What follows belongs to an exercise in optimizing a design on an open flow for small area and a short achievable clock period; a production flow would make more cautious choices.
Only simulation tests tie the RTL to the original design; equivalence was not proved.
Power is estimated from default activity; no workload was simulated. No driver is modelled on the clock port, so clocking that relies on it looks cheaper here than on a real chip.

Setup of run A:
==> flow/design.v (excerpt) <==
module router_lpm_mc #(
   parameter int unsigned N_CH   = 4,
   parameter int unsigned DEPTH  = 16,
   parameter int unsigned PORT_W = 16,
   parameter int unsigned IP_W   = 32,
   localparam int unsigned CH_W  = (N_CH > 1) ? $clog2(N_CH) : 1,
   localparam int unsigned IDX_W = (DEPTH > 1) ? $clog2(DEPTH) : 1
) (
   input  logic                 clk,
   input  logic                 rst,
   input  logic [N_CH-1:0]      lkp_valid,
   output logic [N_CH-1:0]      lkp_ready,
   input  logic [N_CH*IP_W-1:0] lkp_dst_ip,
   output logic                 resp_valid,
   input  logic                 resp_ready,
   output logic [CH_W-1:0]      resp_ch,
   output logic                 resp_found,
   output logic                 resp_is_default,
   output logic [IDX_W-1:0]     resp_idx,
   output logic [PORT_W-1:0]    resp_out_port,
   output logic [IP_W-1:0]      resp_next_hop_ip,
   input  logic                 cfg_wr,
   input  logic [IDX_W-1:0]     cfg_idx,
   input  logic                 cfg_entry_valid,
   input  logic [IP_W-1:0]      cfg_prefix,
   input  logic [5:0]           cfg_prefix_len,
   input  logic [PORT_W-1:0]    cfg_out_port,
   input  logic [IP_W-1:0]      cfg_next_hop_ip,
   input  logic                 cfg_clear,
   output logic [31:0]          stat_lookups,
   output logic [31:0]          stat_misses
);
For scale: about 4,000 cells after synthesis, about 1,500 flip-flops, about 350 I/O pins, ~0.060 mm^2 of cells after synthesis.
==> flow/config.mk <==
export PLATFORM = sky130hd
export DESIGN_NAME = router_lpm_mc
export DESIGN_NICKNAME = router_lpm_mc
export VERILOG_FILES = /design/flow/design.v
export SDC_FILE = /design/flow/constraint.sdc
export NUM_CORES = 4
export LEC_CHECK = 0
export ABC_AREA = 1
export CAP_MARGIN = 20
export CORE_MARGIN = 2
export CORE_UTILIZATION = 65
export PLACE_DENSITY = 0.75
export SLEW_MARGIN = 20
export BUFFER_PORTS_ARGS = -buffer_cell sky130_fd_sc_hd__buf_1
export POST_GLOBAL_PLACE_TCL = /design/flow/flow/port_buffers.tcl
export CTS_ARGS = -sink_clustering_enable -repair_clock_nets -buf_list {sky130_fd_sc_hd__clkbuf_16} -root_buf sky130_fd_sc_hd__clkbuf_16 -sink_clustering_size 28 -sink_clustering_max_diameter 100 -dont_use_dummy_load
==> flow/constraint.sdc <==
create_clock -name core_clock -period 29.0 [get_ports {clk}]
set_input_delay 5.8000 -clock core_clock [delete_from_list [all_inputs] [get_ports {clk}]]
set_output_delay 5.8000 -clock core_clock [all_outputs]
set_load 0.01 [all_outputs]
standard.sh (not shown) runs the stock make flow with config.mk's settings and CLKGATE_MAP_FILE= SYNTH_SCRIPT=/design/flow/synth_recipe.tcl, a recipe that flattens the netlist after the stock synthesis.
==> flow/flow/run.sh <==
#!/bin/bash
# Layout flow: the standard flow (standard.sh), with two changes.
#  1. Synthesis runs ORFS's own synthesis script except for the final ABC mapping: the
#     combinational cone of the lkp_ready outputs is mapped first, on its own, with a
#     speed script (abc_fast.script); the rest is then mapped with an area script
#     (abc_area.script) and without the half-adder extraction step. The registers come out
#     of the same steps as in the standard synthesis.
#  2. extra.mk adds ORFS settings: the port buffer cell, the clock tree options and a hook
#     (port_buffers.tcl) that enlarges the buffers on the lkp_ready path's ports.
# Each step's full output goes to a log file here; ORFS's own logs are under orfs/logs.
set -euo pipefail
WORK=$(pwd)
FL=$WORK/flow

# synth_core.tcl: ORFS's synth.tcl with the abc call replaced as described above
python3 - "$FLOW_HOME/scripts/synth.tcl" "$WORK/synth_core.tcl" <<'PY'
import sys
s = open(sys.argv[1]).read()
old = "  log_cmd abc {*}$abc_args\n"
assert s.count(old) == 1
new = """  select -set my_cone o:lkp_ready %cie* {t:$_*_} %i
  select -count @my_cone
  log_cmd abc -script $::env(MY_FAST_SCRIPT) {*}$lib_args {*}$lib_dont_use_args \\
    -constr $::env(OBJECTS_DIR)/abc.constr @my_cone
  log_cmd abc -script $::env(MY_ABC_SCRIPT) {*}$lib_args {*}$lib_dont_use_args \\
    -constr $::env(OBJECTS_DIR)/abc.constr
"""
open(sys.argv[2], "w").write(s.replace(old, new))
PY

sed "s|\$(FLOW_DIR_OF_VERSION)|$FL|" "$FL/extra.mk" >> config.mk

sed "s#SYNTH_SCRIPT=[^ ]*#SYNTH_SCRIPT=$FL/my_synth.tcl MY_FLOW_DIR=$WORK MY_ABC_SCRIPT=$FL/abc_area.script MY_FAST_SCRIPT=$FL/abc_fast.script#" \
    standard.sh > my_standard.sh
grep -q "MY_ABC_SCRIPT" my_standard.sh

bash my_standard.sh synth ADDER_MAP_FILE= > synth.log 2>&1
bash my_standard.sh finish > layout.log 2>&1
test -f out/final.def
==> flow/flow/abc_area.script <==
strash
&get -n
&fraig -x
&put
scorr
dc2
strash
&get -n
&dch -f
&nf -R 1000
&put
strash
dc2
&get -n
&dch -f
&nf -R 1000
&put
==> flow/flow/abc_fast.script <==
strash
&get -n
&st
&syn2
&if -g -K 6
&synch2
&nf
&put
buffer -c
topo
upsize -c
dnsize -c
==> flow/flow/extra.mk <==
export BUFFER_PORTS_ARGS = -buffer_cell sky130_fd_sc_hd__buf_1
export POST_GLOBAL_PLACE_TCL = $(FLOW_DIR_OF_VERSION)/port_buffers.tcl
export CTS_ARGS = -sink_clustering_enable -repair_clock_nets -buf_list {sky130_fd_sc_hd__clkbuf_16} -root_buf sky130_fd_sc_hd__clkbuf_16 -sink_clustering_size 28 -sink_clustering_max_diameter 100 -dont_use_dummy_load
Other scripts of this flow, unchanged in this note and not shown: flow/flow/my_synth.tcl, flow/flow/port_buffers.tcl
#### Input delta (run B over run A)
# run A
export LEC_CHECK = 0
export ABC_AREA = 1
export CAP_MARGIN = 20
export CORE_MARGIN = 2
export CORE_UTILIZATION = 65
export PLACE_DENSITY = 0.75
export SLEW_MARGIN = 20
export BUFFER_PORTS_ARGS = -buffer_cell sky130_fd_sc_hd__buf_1
export POST_GLOBAL_PLACE_TCL = /design/flow/flow/port_buffers.tcl
export CTS_ARGS = -sink_clustering_enable -repair_clock_nets -buf_list {sky130_fd_sc_hd__clkbuf_16} -root_buf sky130_fd_sc_hd__clkbuf_16 -sink_clustering_size 28 -sink_clustering_max_diameter 100 -dont_use_dummy_load
create_clock -name core_clock -period 29.0 [get_ports {clk}]
# run B
export LEC_CHECK = 0
export ABC_AREA = 1
export CAP_MARGIN = 5
export CORE_MARGIN = 2
export CORE_UTILIZATION = 55
export PLACE_DENSITY = 0.7
export SLEW_MARGIN = 5
export BUFFER_PORTS_ARGS = -buffer_cell sky130_fd_sc_hd__buf_1
export POST_GLOBAL_PLACE_TCL = /design/flow/flow/port_buffers.tcl
export CTS_ARGS = -sink_clustering_enable -repair_clock_nets -buf_list {sky130_fd_sc_hd__clkbuf_16} -root_buf sky130_fd_sc_hd__clkbuf_16 -sink_clustering_size 28 -sink_clustering_max_diameter 100 -dont_use_dummy_load
create_clock -name core_clock -period 29.0 [get_ports {clk}]
## What came out
Non-clock buffer share of cell area: run B vs run A, no meaningful difference. Number of antenna repair diodes, run A and run B, lower one = run A. Run B completed every stage of the flow, and the final layout passed the timing, DRC and antenna checks. Time the worst path needs with I/O delays and setup: run B > run A. [run B vs run A] sequential share of power: higher in run B.
Changes in run C relative to run B:
# run B
export LEC_CHECK = 0
export ABC_AREA = 1
export CAP_MARGIN = 5
export CORE_MARGIN = 2
export CORE_UTILIZATION = 55
export PLACE_DENSITY = 0.7
export SLEW_MARGIN = 5
export BUFFER_PORTS_ARGS = -buffer_cell sky130_fd_sc_hd__buf_1
export POST_GLOBAL_PLACE_TCL = /design/flow/flow/port_buffers.tcl
export CTS_ARGS = -sink_clustering_enable -repair_clock_nets -buf_list {sky130_fd_sc_hd__clkbuf_16} -root_buf sky130_fd_sc_hd__clkbuf_16 -sink_clustering_size 28 -sink_clustering_max_diameter 100 -dont_use_dummy_load
create_clock -name core_clock -period 29.0 [get_ports {clk}]
# run C
export LEC_CHECK = 0
export ABC_AREA = 1
export CAP_MARGIN = 20
export CORE_MARGIN = 2
export CORE_UTILIZATION = 65
export PLACE_DENSITY = 0.75
export SLEW_MARGIN = 20
export BUFFER_PORTS_ARGS = -buffer_cell sky130_fd_sc_hd__buf_1
export POST_GLOBAL_PLACE_TCL = /design/flow/flow/port_buffers.tcl
export CTS_ARGS = -sink_clustering_enable -repair_clock_nets -buf_list {sky130_fd_sc_hd__clkbuf_16} -root_buf sky130_fd_sc_hd__clkbuf_16 -sink_clustering_size 28 -sink_clustering_max_diameter 100 -dont_use_dummy_load
create_clock -name core_clock -period 29.0 [get_ports {clk}]
==> flow/flow/abc_area.script <==
strash
&get -n
&fraig -x
&put
scorr
dc2
strash
&get -n
&dch -f
&nf -R 1000
&put
strash
&get -n
&dch -f
&nf -R 1000
&put
strash
&get -n
&dch -f
&nf -R 1000
&put
==> flow/flow/abc_fast.script <==
strash
dch
map -D 10
buffer -c
upsize -c
dnsize -c
Notes after the runs:
- Comparing run B and run C, met1 track utilization from global routing is lower on run B.
- Minimum setup slack after placement sits higher in run C than in run B.
- Run C vs run B, post-layout minimum cycle time went down by 0.14 ns.
- From run B to run C the numbers moved as follows: design area about even, arrival time at the worst endpoint fell 0.14 ns.
- Run C ran to completion and came out clean on the timing, DRC and antenna checks.
#### Input delta (run D over run C)
# run C
export LEC_CHECK = 0
export ABC_AREA = 1
export CAP_MARGIN = 20
export CORE_MARGIN = 2
export CORE_UTILIZATION = 65
export PLACE_DENSITY = 0.75
export SLEW_MARGIN = 20
export BUFFER_PORTS_ARGS = -buffer_cell sky130_fd_sc_hd__buf_1
export POST_GLOBAL_PLACE_TCL = /design/flow/flow/port_buffers.tcl
export CTS_ARGS = -sink_clustering_enable -repair_clock_nets -buf_list {sky130_fd_sc_hd__clkbuf_16} -root_buf sky130_fd_sc_hd__clkbuf_16 -sink_clustering_size 28 -sink_clustering_max_diameter 100 -dont_use_dummy_load
create_clock -name core_clock -period 29.0 [get_ports {clk}]
# run D
export LEC_CHECK = 0
export ABC_AREA = 1
export CAP_MARGIN = 20
export CORE_MARGIN = 2
export CORE_UTILIZATION = 55
export PLACE_DENSITY = 0.7
export SLEW_MARGIN = 20
export BUFFER_PORTS_ARGS = -buffer_cell sky130_fd_sc_hd__buf_1
export POST_GLOBAL_PLACE_TCL = /design/flow/flow/port_buffers.tcl
export CTS_ARGS = -sink_clustering_enable -repair_clock_nets -buf_list {sky130_fd_sc_hd__clkbuf_16} -root_buf sky130_fd_sc_hd__clkbuf_16 -sink_clustering_size 24 -sink_clustering_max_diameter 70 -dont_use_dummy_load
create_clock -name core_clock -period 29.0 [get_ports {clk}]
==> flow/flow/abc_area.script <==
strash
&get -n
&fraig -x
&put
scorr
dc2
strash
&get -n
&dch -f
&nf -R 1000
&put
strash
dc2
&get -n
&dch -f
&nf -R 1000
&put
==> flow/flow/abc_fast.script <==
strash
&get -n
&st
&syn2
&if -g -K 6
&synch2
&nf
&put
buffer -c
topo
upsize -c
dnsize -c
==> flow/flow/extra.mk <==
export BUFFER_PORTS_ARGS = -buffer_cell sky130_fd_sc_hd__buf_1
export POST_GLOBAL_PLACE_TCL = $(FLOW_DIR_OF_VERSION)/port_buffers.tcl
export CTS_ARGS = -sink_clustering_enable -repair_clock_nets -buf_list {sky130_fd_sc_hd__clkbuf_16} -root_buf sky130_fd_sc_hd__clkbuf_16 -sink_clustering_size 24 -sink_clustering_max_diameter 70 -dont_use_dummy_load
[summary]
Between run C and run D, total number of nets in the final design increased.
Power (run D vs. run C) increases by a few percent
From run C to run D the numbers moved as follows: vertical die dimension increased about 9%, utilization of the core after routing shows a reduction of 10 points.
[compare] base=run C new=run D: largest fanout on the critical path up 1; total number of vias roughly the same; layout-stage area growth over the synthesis result moved up; internal power consumption higher; multi-input logic cell count comparable.
Measured against each other, run D and run C differ in initial core utilization, the higher figure coming from run C.
Looking at cell with the largest stage delay on the worst path, the sky130_fd_sc_hd__a21oi_1 result is from run C; the sky130_fd_sc_hd__o311a_1 one comes from run D.
Inputs modified between run D and run E:
# run D
export LEC_CHECK = 0
export ABC_AREA = 1
export CAP_MARGIN = 20
export CORE_MARGIN = 2
export CORE_UTILIZATION = 55
export PLACE_DENSITY = 0.7
export SLEW_MARGIN = 20
export BUFFER_PORTS_ARGS = -buffer_cell sky130_fd_sc_hd__buf_1
export POST_GLOBAL_PLACE_TCL = /design/flow/flow/port_buffers.tcl
export CTS_ARGS = -sink_clustering_enable -repair_clock_nets -buf_list {sky130_fd_sc_hd__clkbuf_16} -root_buf sky130_fd_sc_hd__clkbuf_16 -sink_clustering_size 24 -sink_clustering_max_diameter 70 -dont_use_dummy_load
create_clock -name core_clock -period 29.0 [get_ports {clk}]
# run E
export LEC_CHECK = 0
export ABC_AREA = 1
export CAP_MARGIN = 20
export CORE_MARGIN = 2
export CORE_UTILIZATION = 55
export GPL_TIMING_DRIVEN = 0
export PLACE_DENSITY = 0.7
export SLEW_MARGIN = 20
export BUFFER_PORTS_ARGS = -buffer_cell sky130_fd_sc_hd__buf_1
export POST_GLOBAL_PLACE_TCL = /design/flow/flow/port_buffers.tcl
export CTS_ARGS = -sink_clustering_enable -repair_clock_nets -buf_list {sky130_fd_sc_hd__clkbuf_16} -root_buf sky130_fd_sc_hd__clkbuf_16 -sink_clustering_size 28 -sink_clustering_max_diameter 100 -dont_use_dummy_load
create_clock -name core_clock -period 29.0 [get_ports {clk}]
==> flow/flow/extra.mk <==
export BUFFER_PORTS_ARGS = -buffer_cell sky130_fd_sc_hd__buf_1
export POST_GLOBAL_PLACE_TCL = $(FLOW_DIR_OF_VERSION)/port_buffers.tcl
export CTS_ARGS = -sink_clustering_enable -repair_clock_nets -buf_list {sky130_fd_sc_hd__clkbuf_16} -root_buf sky130_fd_sc_hd__clkbuf_16 -sink_clustering_size 28 -sink_clustering_max_diameter 100 -dont_use_dummy_load
Findings:
Run E was carried through to the last stage, and its layout satisfied the timing, DRC and antenna checks. Power per standard cell area of run E falls short of that of run D by a few percent. From run D to run E the numbers moved as follows: switching share of power neither gained nor lost much, power went down by 55 uW, fill cell instance count of the final layout decreased by 4.1% relative to the old numbers. Run E vs run D — non-clock buffer count climbed by more than a quarter. Between run E and run D, it is run E whose sequential fraction of total cell area is lower, by 2.7 points. From run D to run E the numbers moved as follows: achievable frequency roughly the same; peak per-stage delay on the critical path roughly the same; overall routing resource usage lower.
### run E -> run F
# run E
export LEC_CHECK = 0
export ABC_AREA = 1
export CAP_MARGIN = 20
export CORE_MARGIN = 2
export CORE_UTILIZATION = 55
export GPL_TIMING_DRIVEN = 0
export PLACE_DENSITY = 0.7
export SLEW_MARGIN = 20
export BUFFER_PORTS_ARGS = -buffer_cell sky130_fd_sc_hd__buf_1
export POST_GLOBAL_PLACE_TCL = /design/flow/flow/port_buffers.tcl
export CTS_ARGS = -sink_clustering_enable -repair_clock_nets -buf_list {sky130_fd_sc_hd__clkbuf_16} -root_buf sky130_fd_sc_hd__clkbuf_16 -sink_clustering_size 28 -sink_clustering_max_diameter 100 -dont_use_dummy_load
create_clock -name core_clock -period 29.0 [get_ports {clk}]
# run F
export LEC_CHECK = 0
export ABC_AREA = 1
export CAP_MARGIN = 20
export CORE_MARGIN = 2
export CORE_UTILIZATION = 55
export PLACE_DENSITY = 0.7
export SLEW_MARGIN = 20
export BUFFER_PORTS_ARGS = -buffer_cell sky130_fd_sc_hd__buf_1
export POST_GLOBAL_PLACE_TCL = /design/flow/flow/port_buffers.tcl
export CTS_ARGS = -sink_clustering_enable -repair_clock_nets -buf_list {sky130_fd_sc_hd__clkbuf_16} -root_buf sky130_fd_sc_hd__clkbuf_16 -sink_clustering_size 28 -sink_clustering_max_diameter 100 -dont_use_dummy_load
create_clock -name core_clock -period 29.0 [get_ports {clk}]
==> flow/flow/abc_area.script <==
strash
&get -n
&fraig -x
&put
scorr
dc2
strash
&get -n
&dch -f
&nf -R 1000
&put
strash
&get -n
&dch -f
&nf -R 1000
&put
strash
&get -n
&dch -f
&nf -R 1000
&put
==> flow/flow/abc_fast.script <==
strash
dch
map -D 10
buffer -c
upsize -c
dnsize -c
Total length of routed met2 wires of run F exceeds that of run E by a few percent. Fmax: run F lower than run E. Run comparison: run E end point of the critical path lkp_ready[0]; run F end point of the critical path resp_dat_q[22]. The number of antenna diodes number comes out lower for run F vs run E. When run F is set beside run E, its final cell count turns out to be 139 smaller.

## port drivers added, routing unchanged
In the flow no input, the clock included, has a driving cell. The finished layouts below were timed again as built, in two steps.
Step 1: set_driving_cell puts a clkbuf_16 on clk and a buf_2 on each other input, an assumption about the parent block.
Step 2 adds t to the input delays and takes it off the output delays; t is the mean of the earliest and latest rising clock arrival at the registers after step 1. Input paths then give back, and output paths get back, about the clock's delay inside the block.
Slacks: ideal / step 1 / step 2; pairs: ideal / step 1.
| run | t (ns) | setup slack, ns | worst setup path after step 2 |
|---|---|---|---|
| run A | 0.746 | 16.623 / 16.594 / 16.594 | input to output |
| run B | 0.760 | 16.619 / 16.589 / 16.589 | input to output |
| run C | 0.765 | 16.756 / 16.732 / 16.732 | input to output |
| run D | 0.743 | 16.617 / 16.587 / 16.587 | input to output |
| run E | 0.781 | 16.611 / 16.584 / 16.584 | input to output |
| run F | 0.785 | 16.357 / 16.357 / 16.357 | register to register |
After both steps every run listed still meets setup and hold.
